This is an optimization exercise on Yosys and OpenROAD, whose aim is small area, a short achievable clock period and few clock cycles per item, not a production implementation.
In this exercise RTL edits were held to simulation tests only and were not proved equivalent to the original.
Power is estimated from default activity; no workload was simulated.

==> flow/design.v <==
package fbpa_pkg;
   localparam int MAX_BLOCKS_DEFAULT = 256;
   localparam int ADDR_W  = 32;
   localparam int SIZE_W  = 16;
   localparam int COUNT_W = 9;
   localparam int OP_W    = 2;
   localparam int STAT_W  = 3;
   localparam int CSR_W   = 2;
   localparam int DATA_W  = 32;
   localparam logic [OP_W-1:0] OP_CREATE  = 2'd0;
   localparam logic [OP_W-1:0] OP_DELETE  = 2'd1;
   localparam logic [OP_W-1:0] OP_ALLOC   = 2'd2;
   localparam logic [OP_W-1:0] OP_RELEASE = 2'd3;
   localparam logic [STAT_W-1:0] ST_OK      = 3'd0;
   localparam logic [STAT_W-1:0] ST_FAULT   = 3'd1;
   localparam logic [STAT_W-1:0] ST_UNREADY = 3'd2;
   localparam logic [STAT_W-1:0] ST_EMPTY   = 3'd3;
   localparam logic [STAT_W-1:0] ST_FULL    = 3'd4;
   localparam logic [STAT_W-1:0] ST_BADADDR = 3'd5;
   localparam logic [CSR_W-1:0] CSR_POOL_BASE   = 2'd0;
   localparam logic [CSR_W-1:0] CSR_BLOCK_SIZE  = 2'd1;
   localparam logic [CSR_W-1:0] CSR_BLOCK_COUNT = 2'd2;
   localparam logic [ADDR_W-1:0]  POOL_BASE_RESET   = 32'd0;
   localparam logic [SIZE_W-1:0]  BLOCK_SIZE_RESET  = 16'd4;
   localparam logic [COUNT_W-1:0] BLOCK_COUNT_RESET = 9'd1;
   typedef enum logic [2:0] {
      S_IDLE,
      S_EXEC,
      S_FILL,
      S_RDWAIT,
      S_MUL,
      S_DIV,
      S_DONE
   } state_type;
   typedef struct packed {
      logic              done;
      logic [ADDR_W-1:0] quotient;
      logic [SIZE_W-1:0] remainder;
   } div_result_type;
endpackage
module fbpa_ram #(
   parameter int WIDTH = 8,
   parameter int DEPTH = 256
) (
   input  logic                     clock,
   input  logic                     wr_en,
   input  logic [$clog2(DEPTH)-1:0] wr_addr,
   input  logic [WIDTH-1:0]         wr_data,
   input  logic                     rd_en,
   input  logic [$clog2(DEPTH)-1:0] rd_addr,
   output logic [WIDTH-1:0]         rd_data
);
   logic [WIDTH-1:0] mem [DEPTH];
   logic [WIDTH-1:0] rd_data_ff;
   always_ff @(posedge clock) begin
      if (wr_en) begin
         mem[wr_addr] <= wr_data;
      end
      if (rd_en) begin
         rd_data_ff <= mem[rd_addr];
      end
   end
   assign rd_data = rd_data_ff;
endmodule
module fbpa_div (
   input  logic                          clock,
   input  logic                          reset,
   input  logic                          start,
   input  logic [fbpa_pkg::ADDR_W-1:0]   dividend,
   input  logic [fbpa_pkg::SIZE_W-1:0]   divisor,
   output fbpa_pkg::div_result_type      result
);
   localparam int STEPS = fbpa_pkg::ADDR_W;
   localparam int CNT_W = $clog2(STEPS);
   logic                        busy_ff, busy_in;
   logic                        done_ff, done_in;
   logic [CNT_W-1:0]            count_ff, count_in;
   logic [fbpa_pkg::ADDR_W-1:0] quot_ff, quot_in;
   logic [fbpa_pkg::SIZE_W-1:0] rem_ff, rem_in;
   logic [fbpa_pkg::SIZE_W-1:0] divisor_ff, divisor_in;
   logic [fbpa_pkg::SIZE_W:0]   trial;
   logic                        take;
   assign trial = {rem_ff, quot_ff[fbpa_pkg::ADDR_W-1]};
   assign take  = trial >= {1'b0, divisor_ff};
   always_comb begin
      busy_in    = busy_ff;
      done_in    = 1'b0;
      count_in   = count_ff;
      quot_in    = quot_ff;
      rem_in     = rem_ff;
      divisor_in = divisor_ff;
      if (start) begin
         busy_in    = 1'b1;
         count_in   = '0;
         quot_in    = dividend;
         rem_in     = '0;
         divisor_in = divisor;
      end else if (busy_ff) begin
         quot_in = {quot_ff[fbpa_pkg::ADDR_W-2:0], take};
         if (take) begin
            rem_in = fbpa_pkg::SIZE_W'(trial - {1'b0, divisor_ff});
         end else begin
            rem_in = trial[fbpa_pkg::SIZE_W-1:0];
         end
         count_in = count_ff + CNT_W'(1);
         if (count_ff == CNT_W'(STEPS - 1)) begin
            busy_in = 1'b0;
            done_in = 1'b1;
         end
      end
   end
   always_ff @(posedge clock) begin
      if (reset) begin
         busy_ff  <= 1'b0;
         done_ff  <= 1'b0;
         count_ff <= '0;
      end else begin
         busy_ff  <= busy_in;
         done_ff  <= done_in;
         count_ff <= count_in;
      end
      quot_ff    <= quot_in;
      rem_ff     <= rem_in;
      divisor_ff <= divisor_in;
   end
   assign result.done      = done_ff;
   assign result.quotient  = quot_ff;
   assign result.remainder = rem_ff;
endmodule
module fixed_block_pool_allocator #(
   parameter int MAX_BLOCKS = fbpa_pkg::MAX_BLOCKS_DEFAULT
) (
   input  logic                           clock,
   input  logic                           reset,
   input  logic                           req_valid,
   output logic                           req_stall,
   input  logic [fbpa_pkg::OP_W-1:0]      req_op,
   input  logic [fbpa_pkg::ADDR_W-1:0]    req_release_address,
   output logic                           rsp_valid,
   input  logic                           rsp_stall,
   output logic [fbpa_pkg::STAT_W-1:0]    rsp_status,
   output logic [fbpa_pkg::ADDR_W-1:0]    rsp_block_address,
   output logic [fbpa_pkg::COUNT_W-1:0]   rsp_blocks_free,
   input  logic                           csr_write_enable,
   input  logic [fbpa_pkg::CSR_W-1:0]     csr_index,
   input  logic [fbpa_pkg::DATA_W-1:0]    csr_write_data
);
   localparam int IW = $clog2(MAX_BLOCKS);
   localparam int PW = IW + fbpa_pkg::SIZE_W;
   localparam int CW = fbpa_pkg::COUNT_W;
   logic [fbpa_pkg::ADDR_W-1:0] pool_base_ff;
   logic [fbpa_pkg::SIZE_W-1:0] block_size_ff;
   logic [CW-1:0]               block_count_ff;
   fbpa_pkg::state_type         state_ff, state_in;
   logic                        ready_ff, ready_in;
   logic [IW-1:0]               head_ff, head_in;
   logic [IW-1:0]               tail_ff, tail_in;
   logic [CW-1:0]               free_count_ff, free_count_in;
   logic [fbpa_pkg::ADDR_W-1:0] lat_base_ff, lat_base_in;
   logic [fbpa_pkg::SIZE_W-1:0] lat_size_ff, lat_size_in;
   logic [CW-1:0]               lat_count_ff, lat_count_in;
   logic [fbpa_pkg::OP_W-1:0]   op_ff, op_in;
   logic [fbpa_pkg::ADDR_W-1:0] addr_ff, addr_in;
   logic [IW-1:0]               fill_ff, fill_in;
   logic [PW-1:0]               prod_ff, prod_in;
   logic [fbpa_pkg::STAT_W-1:0] status_ff, status_in;
   logic [fbpa_pkg::ADDR_W-1:0] baddr_ff, baddr_in;
   logic                        rsp_valid_ff, rsp_valid_in;
   logic [fbpa_pkg::STAT_W-1:0] rsp_status_ff, rsp_status_in;
   logic [fbpa_pkg::ADDR_W-1:0] rsp_addr_ff, rsp_addr_in;
   logic [CW-1:0]               rsp_free_ff, rsp_free_in;
   logic                        ram_wr_en;
   logic [IW-1:0]               ram_wr_addr;
   logic [IW-1:0]               ram_wr_data;
   logic                        ram_rd_en;
   logic [IW-1:0]               ram_rd_data;
   logic                        div_start;
   logic [fbpa_pkg::ADDR_W-1:0] div_dividend;
   fbpa_pkg::div_result_type    div_res;
   logic [CW-1:0]               create_count;
   logic                        req_accept;
   logic                        rsp_free_slot;
   assign create_count = (32'(block_count_ff) > 32'(MAX_BLOCKS)) ?
                         CW'(MAX_BLOCKS) : block_count_ff;
   assign req_accept    = req_valid && !req_stall;
   assign rsp_free_slot = !rsp_valid_ff || !rsp_stall;
   function automatic logic [IW-1:0] next_slot(input logic [IW-1:0] p);
      if (32'(p) == 32'(MAX_BLOCKS - 1)) begin
         next_slot = '0;
      end else begin
         next_slot = p + IW'(1);
      end
   endfunction
   fbpa_ram #(
      .WIDTH (IW),
      .DEPTH (MAX_BLOCKS)
   ) u_queue (
      .clock   (clock),
      .wr_en   (ram_wr_en),
      .wr_addr (ram_wr_addr),
      .wr_data (ram_wr_data),
      .rd_en   (ram_rd_en),
      .rd_addr (head_ff),
      .rd_data (ram_rd_data)
   );
   fbpa_div u_div (
      .clock    (clock),
      .reset    (reset),
      .start    (div_start),
      .dividend (div_dividend),
      .divisor  (lat_size_ff),
      .result   (div_res)
   );
   always_ff @(posedge clock) begin
      if (reset) begin
         pool_base_ff   <= fbpa_pkg::POOL_BASE_RESET;
         block_size_ff  <= fbpa_pkg::BLOCK_SIZE_RESET;
         block_count_ff <= fbpa_pkg::BLOCK_COUNT_RESET;
      end else if (csr_write_enable) begin
         case (csr_index)
            fbpa_pkg::CSR_POOL_BASE: begin
               pool_base_ff <= csr_write_data;
            end
            fbpa_pkg::CSR_BLOCK_SIZE: begin
               block_size_ff <= csr_write_data[fbpa_pkg::SIZE_W-1:0];
            end
            fbpa_pkg::CSR_BLOCK_COUNT: begin
               block_count_ff <= csr_write_data[CW-1:0];
            end
            default: begin
            end
         endcase
      end
   end
   always_comb begin
      state_in      = state_ff;
      ready_in      = ready_ff;
      head_in       = head_ff;
      tail_in       = tail_ff;
      free_count_in = free_count_ff;
      lat_base_in   = lat_base_ff;
      lat_size_in   = lat_size_ff;
      lat_count_in  = lat_count_ff;
      op_in         = op_ff;
      addr_in       = addr_ff;
      fill_in       = fill_ff;
      prod_in       = prod_ff;
      status_in     = status_ff;
      baddr_in      = baddr_ff;
      rsp_valid_in  = rsp_valid_ff && rsp_stall;
      rsp_status_in = rsp_status_ff;
      rsp_addr_in   = rsp_addr_ff;
      rsp_free_in   = rsp_free_ff;
      ram_wr_en     = 1'b0;
      ram_wr_addr   = fill_ff;
      ram_wr_data   = IW'(lat_count_ff - CW'(1) - CW'(fill_ff));
      ram_rd_en     = 1'b0;
      div_start     = 1'b0;
      div_dividend  = addr_ff - lat_base_ff;
      req_stall     = 1'b1;
      case (state_ff)
         fbpa_pkg::S_IDLE: begin
            req_stall = 1'b0;
            if (req_accept) begin
               op_in    = req_op;
               addr_in  = req_release_address;
               state_in = fbpa_pkg::S_EXEC;
            end
         end
         fbpa_pkg::S_EXEC: begin
            status_in = fbpa_pkg::ST_OK;
            baddr_in  = '0;
            state_in  = fbpa_pkg::S_DONE;
            if (op_ff == fbpa_pkg::OP_CREATE) begin
               if (ready_ff || create_count == '0 || block_size_ff == '0) begin
                  status_in = fbpa_pkg::ST_FAULT;
               end else begin
                  lat_base_in  = pool_base_ff;
                  lat_size_in  = block_size_ff;
                  lat_count_in = create_count;
                  fill_in      = '0;
                  state_in     = fbpa_pkg::S_FILL;
               end
            end else if (!ready_ff) begin
               status_in = fbpa_pkg::ST_UNREADY;
            end else if (op_ff == fbpa_pkg::OP_DELETE) begin
               if (free_count_ff == lat_count_ff) begin
                  ready_in      = 1'b0;
                  head_in       = '0;
                  tail_in       = '0;
                  free_count_in = '0;
                  lat_base_in   = '0;
                  lat_size_in   = '0;
                  lat_count_in  = '0;
               end else begin
                  status_in = fbpa_pkg::ST_FAULT;
               end
            end else if (op_ff == fbpa_pkg::OP_ALLOC) begin
               if (free_count_ff == '0) begin
                  status_in = fbpa_pkg::ST_EMPTY;
               end else begin
                  ram_rd_en = 1'b1;
                  state_in  = fbpa_pkg::S_RDWAIT;
               end
            end else begin
               if (free_count_ff >= lat_count_ff) begin
                  status_in = fbpa_pkg::ST_FULL;
               end else if (addr_ff < lat_base_ff) begin
                  status_in = fbpa_pkg::ST_BADADDR;
               end else begin
                  div_start = 1'b1;
                  state_in  = fbpa_pkg::S_DIV;
               end
            end
         end
         fbpa_pkg::S_FILL: begin
            ram_wr_en = 1'b1;
            fill_in   = fill_ff + IW'(1);
            if (32'(fill_ff) == 32'(lat_count_ff) - 32'd1) begin
               head_in       = '0;
               tail_in       = (32'(lat_count_ff) == 32'(MAX_BLOCKS)) ?
                               '0 : IW'(lat_count_ff);
               free_count_in = lat_count_ff;
               ready_in      = 1'b1;
               state_in      = fbpa_pkg::S_DONE;
            end
         end
         fbpa_pkg::S_RDWAIT: begin
            prod_in  = PW'(ram_rd_data) * PW'(lat_size_ff);
            state_in = fbpa_pkg::S_MUL;
         end
         fbpa_pkg::S_MUL: begin
            baddr_in      = lat_base_ff + fbpa_pkg::ADDR_W'(prod_ff);
            head_in       = next_slot(head_ff);
            free_count_in = free_count_ff - CW'(1);
            state_in      = fbpa_pkg::S_DONE;
         end
         fbpa_pkg::S_DIV: begin
            if (div_res.done) begin
               state_in = fbpa_pkg::S_DONE;
               if (div_res.quotient >= 32'(lat_count_ff) ||
                   div_res.remainder != '0) begin
                  status_in = fbpa_pkg::ST_BADADDR;
               end else begin
                  ram_wr_en     = 1'b1;
                  ram_wr_addr   = tail_ff;
                  ram_wr_data   = IW'(div_res.quotient);
                  tail_in       = next_slot(tail_ff);
                  free_count_in = free_count_ff + CW'(1);
               end
            end
         end
         fbpa_pkg::S_DONE: begin
            if (rsp_free_slot) begin
               rsp_valid_in  = 1'b1;
               rsp_status_in = status_ff;
               rsp_addr_in   = baddr_ff;
               rsp_free_in   = free_count_ff;
               state_in      = fbpa_pkg::S_IDLE;
            end
         end
         default: begin
            state_in = fbpa_pkg::S_IDLE;
         end
      endcase
   end
   always_ff @(posedge clock) begin
      if (reset) begin
         state_ff      <= fbpa_pkg::S_IDLE;
         ready_ff      <= 1'b0;
         head_ff       <= '0;
         tail_ff       <= '0;
         free_count_ff <= '0;
         lat_base_ff   <= '0;
         lat_size_ff   <= '0;
         lat_count_ff  <= '0;
         rsp_valid_ff  <= 1'b0;
      end else begin
         state_ff      <= state_in;
         ready_ff      <= ready_in;
         head_ff       <= head_in;
         tail_ff       <= tail_in;
         free_count_ff <= free_count_in;
         lat_base_ff   <= lat_base_in;
         lat_size_ff   <= lat_size_in;
         lat_count_ff  <= lat_count_in;
         rsp_valid_ff  <= rsp_valid_in;
      end
      op_ff         <= op_in;
      addr_ff       <= addr_in;
      fill_ff       <= fill_in;
      prod_ff       <= prod_in;
      status_ff     <= status_in;
      baddr_ff      <= baddr_in;
      rsp_status_ff <= rsp_status_in;
      rsp_addr_ff   <= rsp_addr_in;
      rsp_free_ff   <= rsp_free_in;
   end
   assign rsp_valid         = rsp_valid_ff;
   assign rsp_status        = rsp_status_ff;
   assign rsp_block_address = rsp_addr_ff;
   assign rsp_blocks_free   = rsp_free_ff;
endmodule
==> flow/run.sh <==
#!/bin/bash
# synth_recipe.tcl (not shown) runs the flow's synth.tcl, then flattens the netlist and writes it again
# the make line also repeats each setting of config.mk as NAME=value (left out here)
make -C /OpenROAD-flow-scripts/flow DESIGN_CONFIG=/design/flow/config.mk WORK_HOME=/design/flow/orfs CLKGATE_MAP_FILE= SYNTH_SCRIPT=/design/flow/synth_recipe.tcl finish
==> flow/config.mk <==
export PLATFORM = sky130hd
export DESIGN_NAME = fixed_block_pool_allocator
export DESIGN_NICKNAME = fixed_block_pool_allocator
export VERILOG_FILES = /design/flow/design.v
export SDC_FILE = /design/flow/constraint.sdc
export NUM_CORES = 4
export LEC_CHECK = 0
export CAP_MARGIN = 20
export CORE_MARGIN = 2
export CORE_UTILIZATION = 40
export SLEW_MARGIN = 20
==> flow/constraint.sdc <==
create_clock -name core_clock -period 7.0 [get_ports {clock}]
set_input_delay 1.4000 -clock core_clock [delete_from_list [all_inputs] [get_ports {clock}]]
set_output_delay 1.4000 -clock core_clock [all_outputs]
set_load 0.01 [all_outputs]
==> summary.txt <==
## power breakdown
group	internal (mW)	switching [mW]
Sequential	18.0	0.393
Clock	7.51	5.62
Combinational	2.64	5.01
Total	28.1	11.0
## cells by family (layout without fill, tap and decap cells)
family / count (synthesis) / in the layout / synth area share
AND/OR/NAND/NOR: 1176 / 1176 / 0.0533
adder cells (fa/ha/maj): 243 / 243 / 0.0363
AO/OA/AOI/OAI: 657 / 657 / 0.0396
other: 0 / 6 / 0
XOR/XNOR: 101 / 101 / 0.00867
flip-flops: 2416 / 2416 / 0.695
buffers and inverters: 498 / 871 / 0.0205
multiplexers: 702 / 702 / 0.147
## state kept, by name (all words and copies together) (netlist names), 16 cells and up
register	count
lat_base_ff	32
prod_ff	24
pool_base_ff	32
lat_size_ff	16
rsp_addr_ff	32
u_div.divisor_ff	16
addr_ff	32
u_div.quot_ff	32
u_div.rem_ff	16
block_size_ff	16
u_queue.mem	2048
baddr_ff	32
## cell usage after synthesis (all sizes together) (5+ instances only)
cell     count  area (µm²)
edfxtp    2249       67500
mux4       636       14300
nor2       408        1530
nand2      310        1160
a21oi      249        1250
inv        198         743
clkbuf     177         664
dfxtp      167        3340
ha         154        1930
o21ai      133         666
and2       122         763
buf        122         682
nand3       93         465
fa          89        1780
xnor2       59         517
mux2i       57         571
nor3        47         235
xor2        42         368
a21o        41         308
a211oi      37         278
a31oi       37         231
nor2b       30         188
and3        28         175
nor4        28         181
nand2b      27         169
or3         21         131
nand4       19         119
o21a        19         143
or2         17         106
o21bai      16         120
o211ai      14         105
o22ai       14        87.6
mux2         9         101
a221oi       8        70.1
a311oi       8        70.1
o221ai       8        70.1
a22oi        7        52.6
a31o         7        61.3
nor3b        7        52.6
a2111oi      6        58.8
o31a         6        52.6
a211o        5        43.8
nand3b       5        37.5
o31ai        5        37.5
## per-layer routing
| metal | track usage | share of wire | up-vias |
|---|---|---|---|
| met5 | 0 | 0.0010 | - |
| met4 | 0.0570 | 0.028 | 6 |
| met3 | 0.0306 | 0.063 | 344 |
| met2 | 0.312 | 0.47 | 1903 |
| met1 | 0.280 | 0.43 | 28500 |
| li1 | - | - | 23300 |
## worst max-delay path: stages (launching register included)
cell and delay (ns):
edfxtp_1 0.63, and2_1 0.30, fa_1 0.50, fa_1 0.51, fa_1 0.50, inv_1 0.05, fa_1 0.48, inv_1 0.04
ha_1 0.35, a2111oi_0 0.44, o21ai_0 0.13, and3_1 0.25, o41ai_1 0.56, o2111a_1 0.29, nor3_1 0.07, a21o_1 0.18
a21oi_1 0.16, xnor2_1 0.09
## cell type report
type                       instances  area (µm²)  area share
timing repair buffer             226        2370      0.0205
sequential                      2416       70900       0.613
tap                             3366        4210      0.0364
multi-input combinational       2879       29400       0.254
clock buffer                     302        6380      0.0552
clock inverter                   144        1700      0.0147
inverter                         199         749     0.00648
antenna                            6        15.0    0.000130
## worst paths after layout
check | end | slack (ns) | depth (start not counted)
setup / recovery | prod_ff[22]$_DFFE_PN_ | 1.19 | 17
hold / removal | rsp_addr_ff[6]$_DFFE_PP_ | 0.42 | 0
setup reg to reg | prod_ff[22]$_DFFE_PN_ | 1.19 | 17
hold reg to reg | rsp_addr_ff[6]$_DFFE_PP_ | 0.42 | 0
==> impl_metrics.csv <==
group,metric,value,unit
status,status,"no timing/DRC/antenna violations",
power_and_ir_drop,peakVddDrop,0.000272,V
cells_and_area,post-route-util,0.456,
sta,setup_tns,0,ns
floorplan,core,254000,µm²
worst_hold_path,min_from,"baddr_ff[6]$_SDFFCE_PN0P_",
floorplan,ios,119,
cells_and_area,layout_common_cells,"2249 x edfxtp_1, 636 x mux4_2, 407 x nor2_1",
place,routabilityCongestion,0.868,
cells_and_area,finalNonFillerCells,9538,
cells_and_area,area_delta_synth_final,13.4,%
power_and_ir_drop,p_leak,36.4,nW
sta,timing.fmax,0.172,GHz
cells_and_area,final_common_cell,"edfxtp_1",
cells_and_area,layout-drive-gt1-share,0.192,
setup_path,worstSetupPathType,"reg -> reg",
place,post-place-ws,1.23,ns
clock_tree,cts.sink_count,2416,
worst_hold_path,holdCritPathClass,"reg -> reg",
synthesis,ys_types,81,
drt,ant_nets,0,
setup_path,crit_arrival,6.44,ns
run,drv_cap,0,
drt,drtIter0Drc,5915,
cells_and_area,nets,6277,
clock_tree,path_clk_slew,0.06,ns
sta,slew_violations,0,
setup_path,crit_required,7.63,ns
sta,min_period,5.81,ns
setup_path,start_kind,"flip-flop",
grt,grt-ovfl-total,0,
grt,grt_usage,0.196,
cells_and_area,final_area,116000,µm²
synthesis,seq_area_frac_synth,0.695,
floorplan,die_h,509,µm
sta,skew,0.0682,ns
floorplan,rows,185,
sta,final.period_utilization,0.830,
grt,grt_pass1_wl,374000,µm
floorplan,die_x,509,µm
setup_path,end_kind,"flip-flop",
drt,drc,0,
clock_tree,clock_latency,0.92,ns
grt,grt_max_degree,215,
synthesis,synth_seq_cells,2416,
clock_tree,tritoncts,"done",
sta,worstMarginPinSlew,1.15,ns
clock_tree,cts_buffers,239,
sta,relSlewSlack,0.229,
synthesis,syn_area_per_cell,17.6,µm²
clock_tree,postCtsSetupRepairBufs,0,
synthesis,synth_ff_type,"edfxtp_1",
setup_path,worstReg2RegStart,"u_queue.rd_data_ff[2]$_DFFE_PP_",
clock_tree,htree_levels,4,
clock_tree,root_buffer,"clkbuf_16",
setup_path,cp-startpoint,"u_queue.rd_data_ff[2]$_DFFE_PP_",
drt,vias,54000,
grt,grt_pass1_vias,53800,
clock_tree,cts_buffer_depth,3,
sta,whs,0.415,ns
drt,wl_per_cell,26.9,µm
sta,fin_ws,1.19,ns
drt,viasPerCell,5.66,
floorplan,die_area,259000,µm²
place,dp_hpwl,159000,µm
synthesis,synth_edf_count,2249,
sta,rsz0062_at_grt,"no",
synthesis,synth_warnings,3,
place,placed_cells,9084,
floorplan,start_util,0.402,
sta,setup_violations,0,
sta,hold_viol_final,0,
power_and_ir_drop,power,39.2,mW
setup_path,crit_fanout,16,
clock_tree,ctsHoldBuffers,0,
synthesis,async_flop_share,0,
grt,antenna_found_initial,4,
place,io_buffers,118,
synthesis,synth_nets,6109,
synthesis,syn_area,102000,µm²
drt,firstDrtPassIters,9,
clock_tree,cts_resized,0,
cells_and_area,fillerInstances,21400,
place,dpl_cell_area,108000,µm²
drt,wl,256000,µm
power_and_ir_drop,powerDensity,339,nW/µm²
synthesis,postSynthCellCount,5793,
Testbench counts, summed over its fixed seeds: cycles 163,713, items 7,759.

==> separate check: timing with driven ports <==
In the flow no input, the clock included, has a driving cell. The finished layout below was timed again as built, in two steps. Step 1, drivers: a clkbuf_16 drives clock and a buf_2 each remaining input, both assumed. Step 2 times the ports against the registers' clock, not the clock port: input delays grow and output delays shrink by t, the midpoint of the rising clock arrivals with the driver on. a / b / c = no drivers / after step 1 / after step 2; a / b = the first two.
t, ns: 0.973
setup WS [ns]: 1.187 / 1.187 / 1.187
slew at the worst register clock pin (ns): 0.07 / 0.07
After both steps this run still meets setup and hold. For this run, drivers alone change the setup slack by 0.000 ns; drivers and shift together by 0.000 ns.
